This is an optimization exercise on Yosys and OpenROAD, whose aim is small area, not a production implementation. Only simulation tests tie the RTL to the original design; equivalence was not proved. No activity file was given, so power comes from the tool's default toggle rates.

== alpha ==
Design core_id_pipe, start of the top module:
module core_id_pipe #(
  parameter int unsigned XLEN = 32,
  parameter int unsigned NREG = 32
) (
  input  logic            i_clk,
  input  logic            i_rst_n,
  input  logic            i_valid,
  output logic            o_ready,
  input  logic [31:0]     i_instr,
  input  logic [XLEN-1:0] i_pc,
  input  logic            i_flush,
  input  logic            i_ex_valid,
  input  logic            i_ex_mem_read,
  input  logic [4:0]      i_ex_rd,
  input  logic            i_wb_reg_write,
  input  logic [4:0]      i_wb_rd,
  input  logic [XLEN-1:0] i_rd_din,
  output logic            o_valid,
  input  logic            i_ready,
  output logic [XLEN-1:0] o_pc,
  output logic [6:0]      o_opcode,
  output logic [2:0]      o_funct3,
  output logic [6:0]      o_funct7,
  output logic [4:0]      o_rd,
  output logic [4:0]      o_rs1,
  output logic [4:0]      o_rs2,
  output logic [XLEN-1:0] o_imm,
  output logic [XLEN-1:0] o_rs1_dout,
  output logic [XLEN-1:0] o_rs2_dout,
  output logic            o_illegal
);
  localparam logic [6:0] OP_LUI    = 7'b0110111;
  localparam logic [6:0] OP_AUIPC  = 7'b0010111;
  localparam logic [6:0] OP_JAL    = 7'b1101111;
  localparam logic [6:0] OP_JALR   = 7'b1100111;
  localparam logic [6:0] OP_BRANCH = 7'b1100011;
  localparam logic [6:0] OP_LOAD   = 7'b0000011;
  localparam logic [6:0] OP_STORE  = 7'b0100011;
  localparam logic [6:0] OP_IMM    = 7'b0010011;
  localparam logic [6:0] OP_OP     = 7'b0110011;
  ...
Settings: LEC_CHECK=0, CAP_MARGIN=10, CORE_MARGIN=2, CORE_UTILIZATION=55, PLACE_DENSITY=0.68, SETUP_SLACK_MARGIN=0.15, SLEW_MARGIN=10, SYNTH_HIERARCHICAL=1; clock period 5.0 ns.
standard.sh (not shown) runs the stock make flow with config.mk's settings and CLKGATE_MAP_FILE= SYNTH_SCRIPT=/design/flow/synth_recipe.tcl, a recipe that flattens the netlist after the stock synthesis.
==> flow/flow/run.sh <==
#!/bin/bash
# Standard ORFS layout with three changes: port buffers use the smallest
# buffer, clock tree synthesis inserts no dummy loads and clusters more
# sinks per leaf buffer. Every make variable below is passed on the
# command line so that it overrides the standard flow's config.mk.
set -euo pipefail
CTS="-sink_clustering_enable -repair_clock_nets -dont_use_dummy_load -sink_clustering_size 30 -sink_clustering_max_diameter 80"
bash standard.sh \
  "BUFFER_PORTS_ARGS=-buffer_cell sky130_fd_sc_hd__buf_1" \
  "CTS_ARGS=$CTS" \
  finish > make_finish.log 2>&1
Edits applied to the flow inputs when going from alpha to beta:
diff --git a/flow/flow/run.sh b/flow/flow/run.sh
--- a/flow/flow/run.sh
+++ b/flow/flow/run.sh
@@ -7 +7 @@
-CTS="-sink_clustering_enable -repair_clock_nets -dont_use_dummy_load -sink_clustering_size 30 -sink_clustering_max_diameter 80"
+CTS="-sink_clustering_enable -repair_clock_nets -dont_use_dummy_load -sink_clustering_size 25 -sink_clustering_max_diameter 80"
Findings:
- Compared with alpha, in beta total wire length after detailed routing shows no meaningful change, share of power burned in the clock network shows an increase of 0.7 points, worst setup slack shows an increase of 0.041 ns.
- A start point of the critical path of ir[23] is what alpha shows, while ir[17] belongs to beta.
- Summary of beta over alpha: total power went up, via count of the routed design closely matched the old numbers, required time of the critical path held.

---

== indigo ==
Another version of the RTL of core_id_pipe (not shown whole).
Size: about 2300 cells after synthesis, roughly 280 I/O pins.
clock: 5.0 ns
lec_check: 0
cap_margin: 20
core_margin: 2
core_utilization: 50
place_density: 0.65
setup_slack_margin: 0.2
slew_margin: 20
synth_hierarchical: 1
==> flow/flow/run.sh <==
#!/bin/bash
# Standard ORFS layout with three changes: port buffers use the smallest
# buffer, clock tree synthesis inserts no dummy loads and clusters more
# sinks per leaf buffer. Every make variable below is passed on the
# command line so that it overrides the standard flow's config.mk.
set -euo pipefail
CTS="-sink_clustering_enable -repair_clock_nets -dont_use_dummy_load -sink_clustering_size 25 -sink_clustering_max_diameter 80"
bash standard.sh \
  "BUFFER_PORTS_ARGS=-buffer_cell sky130_fd_sc_hd__buf_1" \
  "CTS_ARGS=$CTS" \
  finish > make_finish.log 2>&1
indigo finished end to end and its layout was clean on timing, DRC and antenna.
Input-level comparison between tundra and indigo:
# indigo
export LEC_CHECK = 0
export CAP_MARGIN = 20
export CORE_MARGIN = 2
export CORE_UTILIZATION = 50
export PLACE_DENSITY = 0.65
export SETUP_SLACK_MARGIN = 0.2
export SLEW_MARGIN = 20
export SYNTH_HIERARCHICAL = 1
create_clock -name core_clock -period 5.0 [get_ports {i_clk}]
# tundra
export LEC_CHECK = 0
export CAP_MARGIN = 20
export CORE_MARGIN = 2
export CORE_UTILIZATION = 40
export SLEW_MARGIN = 20
export SYNTH_HIERARCHICAL = 1
create_clock -name core_clock -period 5.0 [get_ports {i_clk}]
==> flow/run.sh (new file) <==
#!/bin/bash
# synth_recipe.tcl (not shown) runs the flow's synth.tcl, then flattens the netlist and writes it again
# the make line also repeats each setting of config.mk as NAME=value (left out here)
make -C /OpenROAD-flow-scripts/flow DESIGN_CONFIG=/design/flow/config.mk WORK_HOME=/design/flow/orfs CLKGATE_MAP_FILE= SYNTH_SCRIPT=/design/flow/synth_recipe.tcl finish
removed: flow/flow/run.sh
removed: flow/standard.sh
==> summary.txt <==
Of tundra and indigo, tundra shows the lower fmax, with indigo above it.
Compared with indigo, tundra shows a higher buffers inserted during post-CTS setup optimization.
From indigo to tundra the numbers moved as follows: final-layout setup total negative slack saw a decrease; global-route wire length before repair saw an increase; static leakage saw an increase; sequential share of layout area saw a decrease.
tundra — share of the final layout cell area in multi-input gates 1.6 points lower, indigo as reference
When tundra is set beside indigo, its clock skew turns out to be 51 ps smaller.
Although tundra finished all stages, its layout failed final checks on negative setup slack.
Relative to indigo, design area has increased by 9.8% in tundra.
What garnet does differently from tundra at the input level:
# tundra
export LEC_CHECK = 0
export CAP_MARGIN = 20
export CORE_MARGIN = 2
export CORE_UTILIZATION = 40
export SLEW_MARGIN = 20
export SYNTH_HIERARCHICAL = 1
create_clock -name core_clock -period 5.0 [get_ports {i_clk}]
# garnet
export LEC_CHECK = 0
export CAP_MARGIN = 5
export CORE_MARGIN = 2
export CORE_UTILIZATION = 55
export PLACE_DENSITY = 0.68
export SETUP_SLACK_MARGIN = 0.15
export SLEW_MARGIN = 5
export SYNTH_HIERARCHICAL = 1
create_clock -name core_clock -period 5.0 [get_ports {i_clk}]
==> flow/flow/run.sh (new file) <==
#!/bin/bash
# Standard ORFS layout with three changes: port buffers use the smallest
# buffer, clock tree synthesis inserts no dummy loads and clusters more
# sinks per leaf buffer; after global routing, gates off the critical
# paths are downsized. Every make variable below is passed on the
# command line so that it overrides the standard flow's config.mk.
set -euo pipefail
CTS="-sink_clustering_enable -repair_clock_nets -dont_use_dummy_load -sink_clustering_size 25 -sink_clustering_max_diameter 80"
bash standard.sh \
  "BUFFER_PORTS_ARGS=-buffer_cell sky130_fd_sc_hd__buf_1" \
  "CTS_ARGS=$CTS" \
  "RECOVER_POWER=100" \
  finish > make_finish.log 2>&1
==> flow/standard.sh (new file) <==
#!/bin/bash
# synth_recipe.tcl (not shown) runs the flow's synth.tcl, then flattens the netlist and writes it again
# the make line also repeats each setting of config.mk as NAME=value (left out here)
make -C /OpenROAD-flow-scripts/flow DESIGN_CONFIG=/design/flow/config.mk WORK_HOME=/design/flow/orfs CLKGATE_MAP_FILE= SYNTH_SCRIPT=/design/flow/synth_recipe.tcl "${@:-finish}"
removed: flow/run.sh
### Flow results
tundra ended up with reg2out as its type of the worst setup path; garnet ended up with in2reg. [compare] base=tundra new=garnet: final estimated routing congestion in global placement now sits higher; die area now sits lower. Compared with tundra, garnet shows first-pass GRT wire length that has gone down by a few percent. Going from tundra to garnet, utilization picked up an extra 11 points; clock share of power lost 12 points; portion of the clock cycle consumed by the worst path in the final layout lost 3.7 points; worst relative slew slack lost 190 points; post-DP HPWL lost about 11%. [tundra] flow finished | final checks: failed | reasons: negative setup slack. Complete run, failing final checks: garnet, reason max-capacitance violations, max-slew violations. Higher relative area change from synthesis to final layout was reported by tundra, not garnet.
--- input diff garnet..ember ---
# garnet
export LEC_CHECK = 0
export CAP_MARGIN = 5
export CORE_MARGIN = 2
export CORE_UTILIZATION = 55
export PLACE_DENSITY = 0.68
export SETUP_SLACK_MARGIN = 0.15
export SLEW_MARGIN = 5
export SYNTH_HIERARCHICAL = 1
create_clock -name core_clock -period 5.0 [get_ports {i_clk}]
# ember
export LEC_CHECK = 0
export CAP_MARGIN = 5
export CORE_MARGIN = 2
export CORE_UTILIZATION = 55
export PLACE_DENSITY = 0.8
export SETUP_SLACK_MARGIN = 0.15
export SLEW_MARGIN = 5
export SYNTH_HIERARCHICAL = 1
create_clock -name core_clock -period 5.0 [get_ports {i_clk}]
--- a/flow/flow/run.sh
+++ b/flow/flow/run.sh
@@ -3,4 +3,3 @@
 # buffer, clock tree synthesis inserts no dummy loads and clusters more
-# sinks per leaf buffer; after global routing, gates off the critical
-# paths are downsized. Every make variable below is passed on the
+# sinks per leaf buffer. Every make variable below is passed on the
 # command line so that it overrides the standard flow's config.mk.
@@ -11,3 +10,2 @@
   "CTS_ARGS=$CTS" \
-  "RECOVER_POWER=100" \
   finish > make_finish.log 2>&1
Results
Every stage of the flow completed for ember, and the final layout passed the timing, DRC and antenna checks. [compare] base=garnet new=ember: design area higher, count of vias placed by the detailed router went up by about 2%, post-synth design cell area flat. Diff garnet..ember | count of endpoints failing hold in the final timing report | unchanged. Comparing ember against garnet, there is no change at all in flip-flop and latch count. Multi-input logic area delta for ember relative to garnet: 120 sq um higher. ember vs garnet, setup slack went up by 15 ps. garnet → ember: end-of-flow core utilization grew by 0.62 points; share of the clock period used by the worst path shrank by 0.31 points.

==> static timing again, ports no longer ideal <==
In the flow no input, the clock included, has a driving cell. The finished layouts below were timed again as built, in two steps. Step 1 (the two cells are an assumption about what drives the block):
set clk [get_ports {i_clk}]
set_driving_cell -lib_cell sky130_fd_sc_hd__clkbuf_16 $clk
set_driving_cell -lib_cell sky130_fd_sc_hd__buf_2 [delete_from_list [all_inputs] $clk]
Step 2 moves the port delays by t, midway between the first and last clock arrival at a register: inputs arrive t later, outputs are due t later. That takes back most of the time a late clock gives input paths. Slacks: ideal ports / drivers / drivers and shift; pairs: ideal ports / drivers.
run | t (ns) | setup slack, ns | clock arrival spread, ns
alpha | 0.707 | 0.197 / 0.129 / 0.836 | 0.058 / 0.059
beta | 0.708 | 0.238 / 0.169 / 0.876 | 0.076 / 0.077
indigo | 0.719 | 0.223 / 0.152 / 0.871 | 0.067 / 0.068
tundra | 0.763 | -0.047 / -0.120 / 0.643 | 0.025 / 0.024
garnet | 0.706 | 0.137 / 0.067 / -0.520 | 0.056 / 0.056
ember | 0.709 | 0.152 / 0.079 / 0.788 | 0.082 / 0.082
For garnet, which loses most, drivers alone change the setup slack by -0.070 ns; drivers and shift together by -0.657 ns.
